Background: an optimization exercise with open tools, aiming at a short achievable clock period and few clock cycles per item. Do not read the settings as production practice.
At most, simulation tests tie the RTL to the original design; equivalence was not proved.

==> inputs of run a <==
## lc3Core
module lc3Core
#(
    parameter logic [15:0] resetPc = 16'h3000
)(
    input  logic         clk,
    input  logic         reset,
    input  logic [15:0]  memRData,
    output logic [15:0]  memAddr,
    output logic [15:0]  memWData,
    output logic         memWe,
    output logic [15:0]  pc,
    output logic         retire,
    output logic [127:0] regView,
    output logic [2:0]   nzp
);
    logic [15:0] addrR;      
    logic        weR;        
    logic [15:0] wdR;        
    logic        memCyc;     
    logic        ldCyc;      
    logic [2:0]  ldDr;
    logic [15:0] memNextPc;  
    logic [15:0] ir;
    logic        irValid;
    logic [15:0] irAddr;
    logic [15:0] irPc1;      
    logic [7:0][15:0] regs;
    logic [15:0] flagVal;
    logic        flagValid;
    logic        cValid;
    logic        cWe;
    logic        cFlag;
    logic [2:0]  cDr;
    logic [15:0] cVal;
    logic [15:0] cPc;
    logic [7:0][15:0] aRegs;
    logic [2:0]  aNzp;
    logic [15:0] aPc;
    logic        retireR;
    assign memAddr  = addrR;
    assign memWData = wdR;
    assign memWe    = weR;
    assign pc       = aPc;
    assign retire   = retireR;
    assign regView  = aRegs;
    assign nzp      = aNzp;
    logic [3:0]  op;
    logic [2:0]  dr, sr1, sr2;
    logic [15:0] rA, rB, rS, bOp;
    logic [15:0] sext5, sext6, sext9;
    logic [15:0] sum, pcRel, baseRel, result, target, ea;
    logic [2:0]  nzpE;
    logic        isAdd, isAnd, isNot, isLea, isBr, isJmp;
    logic        isLd, isLdr, isSt, isStr, isMem, isStore, isLoad, wb;
    logic        taken, exec, redirect, stHit;
    assign op  = ir[15:12];
    assign dr  = ir[11:9];
    assign sr1 = ir[8:6];
    assign sr2 = ir[2:0];
    assign sext5 = {{11{ir[4]}}, ir[4:0]};
    assign sext6 = {{10{ir[5]}}, ir[5:0]};
    assign sext9 = {{7{ir[8]}}, ir[8:0]};
  ...
Settings: LEC_CHECK=0, ABC_CLOCK_PERIOD_IN_PS=2000, CAP_MARGIN=20, CORE_MARGIN=2, CORE_UTILIZATION=40, SETUP_SLACK_MARGIN=5, SLEW_MARGIN=20; clock period 8.0 ns.
run.sh (not shown) runs the stock make flow with config.mk's settings and CLKGATE_MAP_FILE= SYNTH_SCRIPT=/design/flow/synth_recipe.tcl, a recipe that flattens the netlist after the stock synthesis.
==> run b: changes against run a <==
ABC_CLOCK_PERIOD_IN_PS = not set   (was 2000)
SETUP_SLACK_MARGIN = not set   (was 5)
==> flow_summary.ini <==
[status]
status = complete, no violations

[final_layout]
clkCellAreaFrac_pct = 5.45
ff_latch_area_mm2 = 0.0108
multi_input_gates = 1987

[placement]
dpl.hpwl_mm = 69.8
placed_cells = 3588
(the above is from run b)
==> flow_summary.ini <==
[final_layout]
multi_input_gates = 1993
clkCellAreaFrac_pct = 4.70
ff_latch_area_mm2 = 0.0109

[synthesis]
yosysWarningCount = 1

[status]
status = complete, no violations

[sta]
maxSlewHeadroom_pct = 15.3

[placement]
dpl.hpwl_mm = 71.7
placed_cells = 3594

[die]
die_h_um = 261

[setup_path]
endpoint_kind = flip-flop
(the above is from run a)
Testbench counts of run a, summed over its fixed seeds: cycles 46,689, instructions 32,000.
Testbench counts of run b, summed over its fixed seeds: cycles 46,689, instructions 32,000.


==> umber <==
Another version of the RTL of lc3Core (not shown whole).
Settings: LEC_CHECK=0, ABC_CLOCK_PERIOD_IN_PS=1000, CAP_MARGIN=20, CORE_MARGIN=2, CORE_UTILIZATION=40, SLEW_MARGIN=20, SYNTH_HIERARCHICAL=1; clock period 8.0 ns.
standard.sh (not shown) runs the stock make flow with config.mk's settings and CLKGATE_MAP_FILE= SYNTH_SCRIPT=/design/flow/synth_recipe.tcl, a recipe that flattens the netlist after the stock synthesis.
==> flow/flow/run.sh <==
#!/bin/bash
set -euo pipefail
export SETUP_SLACK_MARGIN=6
bash standard.sh > standard.log 2>&1
==> inputs of violet, as changes to umber <==
==> flow/design.v (replaced) <==
`timescale 1ns/100ps
module lc3Mux16
(
    input  logic        sel,
    input  logic [15:0] a,
    input  logic [15:0] b,
    output logic [15:0] y
);
    assign y = sel ? b : a;
endmodule
module lc3MuxN
#(
    parameter int W = 7
)(
    input  logic         sel,
    input  logic [W-1:0] a,
    input  logic [W-1:0] b,
    output logic [W-1:0] y
);
    assign y = sel ? b : a;
endmodule
module lc3AddKs
#(
    parameter int W   = 16,
    parameter bit CIN = 1'b0
)(
    input  logic [W-1:0] a,
    input  logic [W-1:0] b,
    output logic [W-1:0] s,
    output logic         cout
);
    localparam int L = (W > 8) ? 4 : (W > 4) ? 3 : (W > 2) ? 2 : 1;
    logic [W-1:0] p0, g [0:L], p [0:L];
    assign p0 = a ^ b;
    always_comb
    begin
        g[0] = a & b;
        p[0] = p0;
        g[0][0] = (a[0] & b[0]) | (p0[0] & CIN);  
        for (int l = 0; l < L; l++)
        begin
            for (int i = 0; i < W; i++)
            begin
                if (i >= (1 << l))
                begin
                    g[l+1][i] = g[l][i] | (p[l][i] & g[l][i - (1 << l)]);
                    p[l+1][i] = p[l][i] & p[l][i - (1 << l)];
                end
                else
                begin
                    g[l+1][i] = g[l][i];
                    p[l+1][i] = p[l][i];
                end
            end
        end
        s    = p0 ^ {g[L][W-2:0], CIN};
        cout = g[L][W-1];
    end
endmodule
module lc3SumZero
(
    input  logic [15:0] a,
    input  logic [15:0] b,
    output logic        z
);
    assign z = &(~(a ^ b ^ {a[14:0] | b[14:0], 1'b0}));
endmodule
module lc3Mux1
(
    input  logic sel,
    input  logic a,
    input  logic b,
    output logic y
);
    assign y = sel ? b : a;
endmodule
module lc3BrCond
(
    input  logic        oAdd,      
    input  logic        sumN,
    input  logic        sumZ,
    input  logic        otherN,
    input  logic        otherZ,
    input  logic        weE,       
    input  logic [2:0]  nzpR,      
    input  logic [3:0]  fOp,       
    input  logic [2:0]  fMask,
    input  logic        block,     
    input  logic        memCyc,
    input  logic        ldCyc,
    input  logic [15:0] ldData,
    input  logic        oBr,       
    input  logic [2:0]  irMask,
    input  logic        stHit,     
    output logic [2:0]  nzpNext,   
    output logic        mTaken,    
    output logic        takeM,     
    output logic        take       
);
    logic       n, z, pre, tR, tOther, tN, tZ, tP, tZP, ldZ, tMz, tMnz;
    logic [2:0] nzpE, nzpLd, nzpMem;
    assign n = oAdd ? sumN : otherN;
    assign z = oAdd ? sumZ : otherZ;
    assign nzpE   = weE ? {n, z, !n && !z} : nzpR;
    assign nzpLd  = ldData[15] ? 3'b100 : (ldData == 16'h0000) ? 3'b010 : 3'b001;
    assign nzpMem = ldCyc ? nzpLd : nzpR;
    assign nzpNext = memCyc ? nzpMem : nzpE;
    assign mTaken = oBr && |(irMask & nzpMem);
    assign ldZ  = ldData == 16'h0000;
    assign tMz  = memCyc && !stHit && oBr && (ldCyc ? irMask[1] : |(irMask & nzpR));
    assign tMnz = memCyc && !stHit && oBr && (ldCyc ? (ldData[15] ? irMask[2] : irMask[0]) : |(irMask & nzpR));
    lc3Mux1 takeMuxM (.sel(ldZ), .a(tMnz), .b(tMz), .y(takeM));
    assign pre    = !block && !memCyc && fOp == 4'b0000;
    assign tR     = |(fMask & nzpR);
    assign tOther = otherN ? fMask[2] : otherZ ? fMask[1] : fMask[0];
    assign tN = pre && (!weE ? tR : oAdd ? fMask[2] : tOther);
    assign tZ = pre && (!weE ? tR : oAdd ? fMask[1] : tOther);
    assign tP = pre && (!weE ? tR : oAdd ? fMask[0] : tOther);
    lc3Mux1 takeMuxZ (.sel(sumZ), .a(tP), .b(tZ), .y(tZP));
    lc3Mux1 takeMuxN (.sel(sumN), .a(tZP), .b(tN), .y(take));
endmodule
`timescale 1ns/100ps
module lc3Core
#(
    parameter logic [15:0] resetPc = 16'h3000
)(
    input  logic         clk,
    input  logic         reset,
    input  logic [15:0]  memRData,
    output logic [15:0]  memAddr,
    output logic [15:0]  memWData,
    output logic         memWe,
    output logic [15:0]  pc,
    output logic         retire,
    output logic [127:0] regView,
    output logic [2:0]   nzp
);
    logic        started;    
    logic [15:0] addrR;      
    logic [15:0] addrOut;    
    logic        weR;        
    logic [15:0] wdR;        
    logic        memCyc;     
    logic        ldCyc;      
    logic [2:0]  ldDr;       
    logic [15:0] memNextPc;  
    logic [15:0] ir;         
    logic        irValid;
    logic [15:0] irAddr;
    logic [15:0] irPc1;      
    logic [15:0] pcRel;      
    logic        pcRelZ;     
    logic        irTaken;    
    logic [15:0] opA;        
    logic [15:0] opB;        
    logic [15:0] opS;        
    logic        useB;       
    logic        oOff6;      
    logic        oAdd, oAnd, oNot, oBr, oJmp, oPcMem, oStore, oLoad, oWb;
    logic [7:0][15:0] regs;
    logic [7:0][15:0] regOut;
    logic [2:0]  nzpR;
    logic [2:0]  nzpOut;
    logic [15:0] pcR;
    logic        retireR;
    assign memAddr  = addrOut;
    assign memWData = wdR;
    assign memWe    = weR;
    assign pc       = pcR;
    assign retire   = retireR;
    assign regView  = regOut;
    assign nzp      = nzpOut;
    logic        exec, execMem, redirect, weE, stHit;
    logic [15:0] sum, other, result, ea;
    logic        sumZero, otherZero, sumCout;
    assign exec     = irValid && !memCyc;
    assign execMem  = exec && (oLoad || oStore);
    assign redirect = exec && oJmp;
    assign weE      = exec && oWb;
    lc3AddKs #(.W(16), .CIN(1'b0)) addSum (.a(opA), .b(opB), .s(sum), .cout(sumCout));
    lc3SumZero sumZero0 (.a(opA), .b(opB), .z(sumZero));
    always_comb
    begin
        other = pcRel;  
        if (oAnd)
            other = opA & opB;
        else if (oNot)
            other = ~opA;
    end
    logic [15:0] andV;
    logic        otherN;
    assign andV      = opA & opB;
    assign otherZero = oAnd ? andV == 16'h0000 : oNot ? opA == 16'hffff : pcRelZ;
    assign otherN    = oAnd ? andV[15] : oNot ? !opA[15] : pcRel[15];
    lc3Mux16 resMux (.sel(oAdd), .a(other), .b(sum), .y(result));
    assign stHit = weR && irValid && (addrR == irAddr);
    logic [3:0]  fOp;
    logic [2:0]  fS1, fS2, fSd;
    logic        fImm, fOff6;
    logic [15:0] fPc1, fPcRel;
    logic [2:0]  nzpNext;
    logic        take, takeM, mTaken;
    assign fOp   = memRData[15:12];
    assign fS1   = memRData[8:6];
    assign fS2   = memRData[2:0];
    assign fSd   = memRData[11:9];
    assign fOff6 = fOp == 4'b0110 || fOp == 4'b0111;
    assign fImm  = memRData[5];
    logic [3:0] dOp;
    logic       dImm, dOff6;
    assign dOp   = memCyc ? ir[15:12] : fOp;
    assign dImm  = memCyc ? ir[5] : fImm;
    assign dOff6 = dOp == 4'b0110 || dOp == 4'b0111;
    assign fPc1 = addrR + 16'd1;
    logic [6:0] hiM, hiP;
    logic       c9;
    assign hiM = addrR[15:9] - 7'd1;
    assign hiP = addrR[15:9] + 7'd1;
    lc3AddKs #(.W(9), .CIN(1'b1)) addPcRel (.a(addrR[8:0]), .b(memRData[8:0]), .s(fPcRel[8:0]), .cout(c9));
    logic [6:0] hiC0, hiC1;
    assign hiC0 = memRData[8] ? hiM : addrR[15:9];
    assign hiC1 = memRData[8] ? addrR[15:9] : hiP;
    lc3MuxN #(.W(7)) hiMux (.sel(c9), .a(hiC0), .b(hiC1), .y(fPcRel[15:9]));
    lc3BrCond brCond (
        .oAdd    (oAdd),
        .sumN    (sum[15]),
        .sumZ    (sumZero),
        .otherN  (otherN),
        .otherZ  (otherZero),
        .weE     (weE),
        .nzpR    (nzpR),
        .fOp     (fOp),
        .fMask   (fSd),
        .block   (execMem || redirect || !started),
        .memCyc  (memCyc),
        .ldCyc   (ldCyc),
        .ldData  (memRData),
        .oBr     (oBr),
        .irMask  (ir[11:9]),
        .stHit   (stHit),
        .nzpNext (nzpNext),
        .mTaken  (mTaken),
        .takeM   (takeM),
        .take    (take)
    );
    logic [15:0] addrA0, addrA1, addrA2, addrNext;
    always_comb
    begin
        if (!started)
            addrA0 = addrR;
        else if (memCyc)
            addrA0 = stHit ? irAddr : irPc1;
        else
            addrA0 = redirect ? opA : fPc1;
    end
    lc3Mux16 eaMux   (.sel(oPcMem),  .a(sum),    .b(pcRel),  .y(ea));
    lc3Mux16 addrMx1 (.sel(execMem), .a(addrA0), .b(ea),     .y(addrA1));
    lc3Mux16 addrMx2 (.sel(takeM),   .a(addrA1), .b(pcRel),  .y(addrA2));
    lc3Mux16 addrMx3 (.sel(take),    .a(addrA2), .b(fPcRel), .y(addrNext));
    logic [7:0][15:0] regsHold, regsNext;
    always_comb
    begin
        for (int i = 0; i < 8; i++)
            regsHold[i] = (memCyc && ldCyc && ldDr == 3'(i)) ? memRData : regs[i];
    end
    for (genvar i = 0; i < 8; i++)
    begin : gWr
        lc3Mux16 wrMux (.sel(weE && ir[11:9] == 3'(i)), .a(regsHold[i]), .b(result), .y(regsNext[i]));
    end
    logic [2:0] nzpRNext;
    assign nzpRNext = nzpNext;
    logic [15:0] preA, preB, preS, opANext, opBNext, opSNext;
    logic        bypA, bypB, bypS;
    always_comb
    begin
        if (memCyc)
        begin
            preA = (ldCyc && ldDr == ir[8:6]) ? memRData : regs[ir[8:6]];
            if (!useB)
                preB = oOff6 ? {{10{ir[5]}}, ir[5:0]} : {{11{ir[4]}}, ir[4:0]};
            else
                preB = (ldCyc && ldDr == ir[2:0]) ? memRData : regs[ir[2:0]];
            preS = (ldCyc && ldDr == ir[11:9]) ? memRData : regs[ir[11:9]];
        end
        else
        begin
            preA = regs[fS1];
            if (fOff6)
                preB = {{10{memRData[5]}}, memRData[5:0]};
            else if (fImm)
                preB = {{11{memRData[4]}}, memRData[4:0]};
            else
                preB = regs[fS2];
            preS = regs[fSd];
        end
    end
    assign bypA = !memCyc && weE && ir[11:9] == fS1;
    assign bypB = !memCyc && weE && !fOff6 && !fImm && ir[11:9] == fS2;
    assign bypS = !memCyc && weE && ir[11:9] == fSd;
    lc3Mux16 bypMxA (.sel(bypA), .a(preA), .b(result), .y(opANext));
    lc3Mux16 bypMxB (.sel(bypB), .a(preB), .b(result), .y(opBNext));
    lc3Mux16 bypMxS (.sel(bypS), .a(preS), .b(result), .y(opSNext));
    always_ff @(posedge clk or posedge reset)
    begin
        if (reset)
        begin
            started <= 1'b0;
            addrR   <= resetPc;
            weR     <= 1'b0;
            memCyc  <= 1'b0;
            ldCyc   <= 1'b0;
            irValid <= 1'b0;
            retireR <= 1'b0;
            regs    <= '0;
            nzpR    <= 3'b000;
        end
        else
        begin
            started <= 1'b1;
            addrR   <= addrNext;
            regs    <= regsNext;
            nzpR    <= nzpRNext;
            memCyc  <= execMem;
            weR     <= execMem && oStore;
            ldCyc   <= execMem && oLoad;
            retireR <= memCyc || (exec && !(oLoad || oStore));
            if (!started)
                irValid <= 1'b0;
            else if (memCyc)
            begin
                if (stHit)
                    irValid <= 1'b0;
            end
            else
                irValid <= !redirect;
        end
    end
    always_ff @(posedge clk)
    begin
        addrOut <= addrNext;
        regOut  <= regsNext;
        nzpOut  <= nzpRNext;
        opA     <= opANext;
        opB     <= opBNext;
        opS     <= opSNext;
        if (memCyc)
            pcR <= memNextPc;
        else if (exec && !(oLoad || oStore))
            pcR <= redirect ? opA : (oBr && irTaken) ? pcRel : irPc1;
        if (memCyc)
            irTaken <= mTaken;
        else
        begin
            irTaken <= take;
            ir      <= memRData;
            irAddr  <= addrR;
            irPc1   <= fPc1;
            pcRel   <= fPcRel;
            pcRelZ  <= {{7{memRData[8]}}, memRData[8:0]} == ~addrR;
        end
        oAdd    <= dOp == 4'b0001;
        oAnd    <= dOp == 4'b0101;
        oNot    <= dOp == 4'b1001;
        oWb     <= dOp == 4'b0001 || dOp == 4'b0101 || dOp == 4'b1001 || dOp == 4'b1110;
        oBr     <= dOp == 4'b0000;
        oJmp    <= dOp == 4'b1100;
        oPcMem  <= dOp == 4'b0010 || dOp == 4'b0011;
        oStore  <= dOp == 4'b0011 || dOp == 4'b0111;
        oLoad   <= dOp == 4'b0010 || dOp == 4'b0110;
        useB    <= !dOff6 && !dImm;
        oOff6   <= dOff6;
        wdR       <= opS;
        ldDr      <= ir[11:9];
        memNextPc <= irPc1;
    end
endmodule
==> flow/run.sh (new file) <==
#!/bin/bash
# synth_recipe.tcl (not shown) runs the flow's synth.tcl, then flattens the netlist and writes it again
# the make line also repeats each setting of config.mk as NAME=value (left out here)
make -C /OpenROAD-flow-scripts/flow DESIGN_CONFIG=/design/flow/config.mk WORK_HOME=/design/flow/orfs CLKGATE_MAP_FILE= SYNTH_SCRIPT=/design/flow/synth_recipe.tcl finish
SETUP_SLACK_MARGIN = 5   (was default)
removed: flow/flow/run.sh
removed: flow/standard.sh
==> inputs of raven, as changes to umber <==
--- a/flow/design.v
+++ b/flow/design.v
@@ -125,29 +125,26 @@
     input  logic [2:0]  irMask,
     input  logic        stHit,     
     output logic [2:0]  nzpNext,   
     output logic        mTaken,    
     output logic        takeM,     
     output logic        take       
 );
-    logic       n, z, otherN, otherZ, pre, tR, ldZ, tMz, tMnz;
+    logic       n, z, otherN, otherZ, pre, tR;
     assign otherN = oAnd ? andN : oNot ? notN : leaN;
     assign otherZ = oAnd ? andZ : oNot ? notZ : leaZ;
     logic [2:0] nzpE, nzpLd, nzpMem;
     assign n = oAdd ? sumN : otherN;
     assign z = oAdd ? sumZ : otherZ;
     assign nzpE   = weE ? {n, z, !n && !z} : nzpR;
     assign nzpLd  = ldData[15] ? 3'b100 : (ldData == 16'h0000) ? 3'b010 : 3'b001;
     assign nzpMem = ldCyc ? nzpLd : nzpR;
     assign nzpNext = memCyc ? nzpMem : nzpE;
     assign mTaken = oBr && |(irMask & nzpMem);
-    assign ldZ  = ldData == 16'h0000;
-    assign tMz  = memCyc && !stHit && oBr && (ldCyc ? irMask[1] : |(irMask & nzpR));
-    assign tMnz = memCyc && !stHit && oBr && (ldCyc ? (ldData[15] ? irMask[2] : irMask[0]) : |(irMask & nzpR));
-    lc3Mux1 takeMuxM (.sel(ldZ), .a(tMnz), .b(tMz), .y(takeM));
+    assign takeM = memCyc && !stHit && oBr && !ldCyc && |(irMask & nzpR);
     assign pre  = !block && !memCyc && !weE && fOp == 4'b0000;
     assign tR   = |(fMask & nzpR);
     assign take = pre && tR;
 endmodule
 `timescale 1ns/100ps
 module lc3Core
 #(
@@ -164,15 +161,14 @@
     output logic [127:0] regView,
     output logic [2:0]   nzp
 );
     logic        started;    
     logic [15:0] addrR;      
     logic [15:0] addrOut;    
     logic        weR;        
-    logic        weOut;      
     logic [15:0] wdR;        
     logic        memCyc;     
     logic        ldCyc;      
     logic [2:0]  ldDr;       
     logic [7:0]  ldWe;       
     logic [15:0] memNextPc;  
     logic [15:0] ir;         
@@ -193,15 +189,15 @@
     logic [7:0][15:0] regOut;
     logic [2:0]  nzpR;
     logic [2:0]  nzpOut;
     logic [15:0] pcR;
     logic        retireR;
     assign memAddr  = addrOut;
     assign memWData = wdR;
-    assign memWe    = weOut;
+    assign memWe    = weR;
     assign pc       = pcR;
     assign retire   = retireR;
     assign regView  = regOut;
     assign nzp      = nzpOut;
     logic        exec, execMem, redirect, weE, stHit;
     logic [15:0] sum, other, result;
     logic        sumZero, sumCout;
@@ -221,16 +217,15 @@
     end
     logic [15:0] andV;
     logic        andZ, notZ;
     assign andV = opA & opB;
     assign andZ = andV == 16'h0000;
     assign notZ = opA == 16'hffff;
     lc3Mux16 resMux (.sel(oAdd), .a(other), .b(sum), .y(result));
-    logic stHitR;
-    assign stHit = weR && stHitR;
+    assign stHit = weR && irValid && (addrR == irAddr);
     logic [3:0]  fOp;
     logic [2:0]  fS1, fS2, fSd;
     logic        fImm, fOff6;
     logic [15:0] fPc1, fPcRel;
     logic [2:0]  nzpNext;
     logic        take, takeM, mTaken;
     assign fOp   = memRData[15:12];
@@ -339,26 +334,21 @@
     end
     assign bypA = !memCyc && weE && ir[11:9] == fS1;
     assign bypB = !memCyc && weE && !fOff6 && !fImm && ir[11:9] == fS2;
     assign bypS = !memCyc && weE && ir[11:9] == fSd;
     lc3Mux16 bypMxA (.sel(bypA), .a(preA), .b(result), .y(opANext));
     lc3Mux16 bypMxB (.sel(bypB), .a(preB), .b(result), .y(opBNext));
     lc3Mux16 bypMxS (.sel(bypS), .a(preS), .b(result), .y(opSNext));
-    logic weNext;
-    lc3Mux1 weMux (.sel(execMem), .a(1'b0), .b(oStore), .y(weNext));
-    logic [15:0] irPcRel;
-    lc3AddKs #(.W(16), .CIN(1'b0)) addIrPcRel (.a(irPc1), .b({{7{ir[8]}}, ir[8:0]}), .s(irPcRel), .cout());
     always_ff @(posedge clk or posedge reset)
     begin
         if (reset)
         begin
             started <= 1'b0;
             addrR   <= resetPc;
             weR     <= 1'b0;
-            weOut   <= 1'b0;
             memCyc  <= 1'b0;
             ldCyc   <= 1'b0;
             irValid <= 1'b0;
             retireR <= 1'b0;
             regs    <= '0;
             nzpR    <= 3'b000;
             ldWe    <= '0;
@@ -369,15 +359,14 @@
             addrR   <= addrNext;
             regs    <= regsNext;
             for (int i = 0; i < 8; i++)
                 ldWe[i] <= execMem && oLoad && ir[11:9] == 3'(i);
             nzpR    <= nzpRNext;
             memCyc  <= execMem;
             weR     <= execMem && oStore;
-            weOut   <= weNext;
             ldCyc   <= execMem && oLoad;
             retireR <= memCyc || (exec && !(oLoad || oStore));
             if (!started)
                 irValid <= 1'b0;
             else if (memCyc)
             begin
                 if (stHit)
@@ -396,19 +385,15 @@
         opB     <= opBNext;
         opS     <= opSNext;
         if (memCyc)
             pcR <= memNextPc;
         else if (exec && !(oLoad || oStore))
             pcR <= redirect ? (oJmp ? opA : pcRel) : oBr ? addrR : irPc1;
         if (memCyc)
-        begin
-            irDefer <= 1'b0;
-            pcRel   <= irPcRel;
-            pcRelZ  <= {{7{ir[8]}}, ir[8:0]} == ~irAddr;
-        end
+            irDefer <= ldCyc;
         else
         begin
             irDefer <= weE;
             ir      <= memRData;
             irAddr  <= addrR;
             irPc1   <= fPc1;
             pcRel   <= fPcRel;
@@ -423,13 +408,12 @@
         oBr     <= dOp == 4'b0000;
         oJmp    <= dOp == 4'b1100;
         oPcMem  <= dOp == 4'b0010 || dOp == 4'b0011;
         oStore  <= dOp == 4'b0011 || dOp == 4'b0111;
         oLoad   <= dOp == 4'b0010 || dOp == 4'b0110;
         useB    <= !dOff6 && !dImm;
         oOff6   <= dOff6;
-        stHitR    <= (oPcMem ? pcRel : sum) == addrR;
         wdR       <= opS;
         ldDr      <= ir[11:9];
         memNextPc <= irPc1;
     end
 endmodule
==> flow/flow/run.sh (replaced) <==
#!/bin/bash
set -euo pipefail
export SETUP_SLACK_MARGIN=5.5
bash standard.sh > standard.log 2>&1
==> inputs of fjord, as changes to umber <==
--- a/flow/design.v
+++ b/flow/design.v
@@ -164,27 +164,26 @@
     output logic [127:0] regView,
     output logic [2:0]   nzp
 );
     logic        started;    
     logic [15:0] addrR;      
     logic [15:0] addrOut;    
     logic        weR;        
-    logic        weOut;      
     logic [15:0] wdR;        
     logic        memCyc;     
     logic        ldCyc;      
     logic [2:0]  ldDr;       
-    logic [7:0]  ldWe;       
     logic [15:0] memNextPc;  
     logic [15:0] ir;         
     logic        irValid;
     logic [15:0] irAddr;
     logic [15:0] irPc1;      
     logic [15:0] pcRel;      
     logic        pcRelZ;     
+    logic        irTaken;    
     logic        irDefer;    
     logic [15:0] opA;        
     logic [15:0] opB;        
     logic [15:0] opS;        
     logic        useB;       
     logic        oOff6;      
     logic        oAdd, oAnd, oNot, oBr, oJmp, oPcMem, oStore, oLoad, oWb;
@@ -193,15 +192,15 @@
     logic [7:0][15:0] regOut;
     logic [2:0]  nzpR;
     logic [2:0]  nzpOut;
     logic [15:0] pcR;
     logic        retireR;
     assign memAddr  = addrOut;
     assign memWData = wdR;
-    assign memWe    = weOut;
+    assign memWe    = weR;
     assign pc       = pcR;
     assign retire   = retireR;
     assign regView  = regOut;
     assign nzp      = nzpOut;
     logic        exec, execMem, redirect, weE, stHit;
     logic [15:0] sum, other, result;
     logic        sumZero, sumCout;
@@ -221,16 +220,15 @@
     end
     logic [15:0] andV;
     logic        andZ, notZ;
     assign andV = opA & opB;
     assign andZ = andV == 16'h0000;
     assign notZ = opA == 16'hffff;
     lc3Mux16 resMux (.sel(oAdd), .a(other), .b(sum), .y(result));
-    logic stHitR;
-    assign stHit = weR && stHitR;
+    assign stHit = weR && irValid && (addrR == irAddr);
     logic [3:0]  fOp;
     logic [2:0]  fS1, fS2, fSd;
     logic        fImm, fOff6;
     logic [15:0] fPc1, fPcRel;
     logic [2:0]  nzpNext;
     logic        take, takeM, mTaken;
     assign fOp   = memRData[15:12];
@@ -300,15 +298,15 @@
                        .s3(!execMem && !seqNext), .d3(addrA0), .y(addrA1));
     lc3Mux16 addrMx2 (.sel(takeM),   .a(addrA1), .b(pcRel),  .y(addrA2));
     lc3Mux16 addrMx3 (.sel(take),    .a(addrA2), .b(fPcRel), .y(addrNext));
     logic [7:0][15:0] regsHold, regsNext;
     always_comb
     begin
         for (int i = 0; i < 8; i++)
-            regsHold[i] = ldWe[i] ? memRData : regs[i];
+            regsHold[i] = (memCyc && ldCyc && ldDr == 3'(i)) ? memRData : regs[i];
     end
     for (genvar i = 0; i < 8; i++)
     begin : gWr
         lc3Mux16 wrMux (.sel(weE && ir[11:9] == 3'(i)), .a(regsHold[i]), .b(result), .y(regsNext[i]));
     end
     logic [2:0] nzpRNext;
     assign nzpRNext = nzpNext;
@@ -339,45 +337,36 @@
     end
     assign bypA = !memCyc && weE && ir[11:9] == fS1;
     assign bypB = !memCyc && weE && !fOff6 && !fImm && ir[11:9] == fS2;
     assign bypS = !memCyc && weE && ir[11:9] == fSd;
     lc3Mux16 bypMxA (.sel(bypA), .a(preA), .b(result), .y(opANext));
     lc3Mux16 bypMxB (.sel(bypB), .a(preB), .b(result), .y(opBNext));
     lc3Mux16 bypMxS (.sel(bypS), .a(preS), .b(result), .y(opSNext));
-    logic weNext;
-    lc3Mux1 weMux (.sel(execMem), .a(1'b0), .b(oStore), .y(weNext));
-    logic [15:0] irPcRel;
-    lc3AddKs #(.W(16), .CIN(1'b0)) addIrPcRel (.a(irPc1), .b({{7{ir[8]}}, ir[8:0]}), .s(irPcRel), .cout());
     always_ff @(posedge clk or posedge reset)
     begin
         if (reset)
         begin
             started <= 1'b0;
             addrR   <= resetPc;
             weR     <= 1'b0;
-            weOut   <= 1'b0;
             memCyc  <= 1'b0;
             ldCyc   <= 1'b0;
             irValid <= 1'b0;
             retireR <= 1'b0;
             regs    <= '0;
             nzpR    <= 3'b000;
-            ldWe    <= '0;
         end
         else
         begin
             started <= 1'b1;
             addrR   <= addrNext;
             regs    <= regsNext;
-            for (int i = 0; i < 8; i++)
-                ldWe[i] <= execMem && oLoad && ir[11:9] == 3'(i);
             nzpR    <= nzpRNext;
             memCyc  <= execMem;
             weR     <= execMem && oStore;
-            weOut   <= weNext;
             ldCyc   <= execMem && oLoad;
             retireR <= memCyc || (exec && !(oLoad || oStore));
             if (!started)
                 irValid <= 1'b0;
             else if (memCyc)
             begin
                 if (stHit)
@@ -394,23 +383,23 @@
         nzpOut  <= nzpRNext;
         opA     <= opANext;
         opB     <= opBNext;
         opS     <= opSNext;
         if (memCyc)
             pcR <= memNextPc;
         else if (exec && !(oLoad || oStore))
-            pcR <= redirect ? (oJmp ? opA : pcRel) : oBr ? addrR : irPc1;
+            pcR <= redirect ? (oJmp ? opA : pcRel) : (oBr && irTaken) ? pcRel : irPc1;
         if (memCyc)
         begin
+            irTaken <= mTaken;
             irDefer <= 1'b0;
-            pcRel   <= irPcRel;
-            pcRelZ  <= {{7{ir[8]}}, ir[8:0]} == ~irAddr;
         end
         else
         begin
+            irTaken <= take;
             irDefer <= weE;
             ir      <= memRData;
             irAddr  <= addrR;
             irPc1   <= fPc1;
             pcRel   <= fPcRel;
             pcRelZ  <= {{7{memRData[8]}}, memRData[8:0]} == ~addrR;
         end
@@ -423,13 +412,12 @@
         oBr     <= dOp == 4'b0000;
         oJmp    <= dOp == 4'b1100;
         oPcMem  <= dOp == 4'b0010 || dOp == 4'b0011;
         oStore  <= dOp == 4'b0011 || dOp == 4'b0111;
         oLoad   <= dOp == 4'b0010 || dOp == 4'b0110;
         useB    <= !dOff6 && !dImm;
         oOff6   <= dOff6;
-        stHitR    <= (oPcMem ? pcRel : sum) == addrR;
         wdR       <= opS;
         ldDr      <= ir[11:9];
         memNextPc <= irPc1;
     end
 endmodule
==> run notes <==
metric	umber	raven	violet	fjord
Run status	finished clean	finished clean	finished clean	finished clean
Critical path launch point type	input port	input port	register	input port
Worst reg2reg endpoint	regOut[12]$_DFF_P_	regs[28]$_DFF_PP0_	addrR[15]$_DFF_PP0_	addrOut[12]$_DFF_P_
Tap Count	969	950	950	950
Sequential portion of the cell area	28.1%	30.7%	32.5%	28.7%
Register Area	11500 um^2	11600 um^2	11200 um^2	11400 um^2
Fraction of area in multi-input gates	48.3%	47.4%	48.3%	46.3%
Worst setup path category	input port to register	input port to register	register to register	input port to register
Fmax	329 MHz	338 MHz	325 MHz	347 MHz
Total length of routed wires	126 mm	110 mm	100 mm	118 mm
Via count of the first global-routing pass	24800	22700	21700	23600
Met1 Routed Length	46.1 mm	42.4 mm	40.3 mm	42.8 mm
Core Footprint	74400 um^2	71900 um^2	71200 um^2	71600 um^2
Pre-Repair DR Iteration Count	7	8	5	7
Topmost layer with routed signal wires	met5	met5	met4	met5
Crit path DAT	3540 ps	3440 ps	3580 ps	3400 ps
GP Congestion	0.911	0.908	0.940	0.889
Antenna diodes	0	0	1	0
Cts bufs inserted	53	54	52	53
Hold slack	325 ps	320 ps	325 ps	325 ps
Testbench counts of violet, summed over its fixed seeds: cycles 43,484, instructions 32,000.
Testbench counts of fjord, summed over its fixed seeds: cycles 44,773, instructions 32,000.
Function not checked in umber and raven: the RTL went through the layout flow alone.

[afterwards: timing with drivers on the ports]
How much do the figures lean on ideal ports? The routed layouts below were timed once more, with nothing changed but the port constraints.
Step 1, drivers: a clkbuf_16 drives clk and a buf_2 each remaining input, both assumed.
Step 2, shift: input delay + t, output delay - t, t = (earliest + latest rising clock arrival at the registers) / 2. This alone moves slack from input paths to output paths.
Slacks: ideal / step 1 / step 2; pairs: ideal / step 1.
run	t, ns	slack for setup (ns)	worst setup path after step 2
run a	0.681	4.018 / 4.018 / 4.018	register to register
run b	0.669	2.642 / 2.642 / 2.642	register to register
umber	0.685	4.962 / 4.915 / 4.230	input to register
violet	0.677	4.920 / 4.920 / 4.285	input to register
raven	0.690	5.044 / 5.082 / 4.393	input to register
fjord	0.701	5.117 / 5.110 / 4.436	input to register
After both steps every run listed still meets setup and hold. For umber, which loses most, drivers alone change the setup slack by -0.047 ns; drivers and shift together by -0.732 ns.
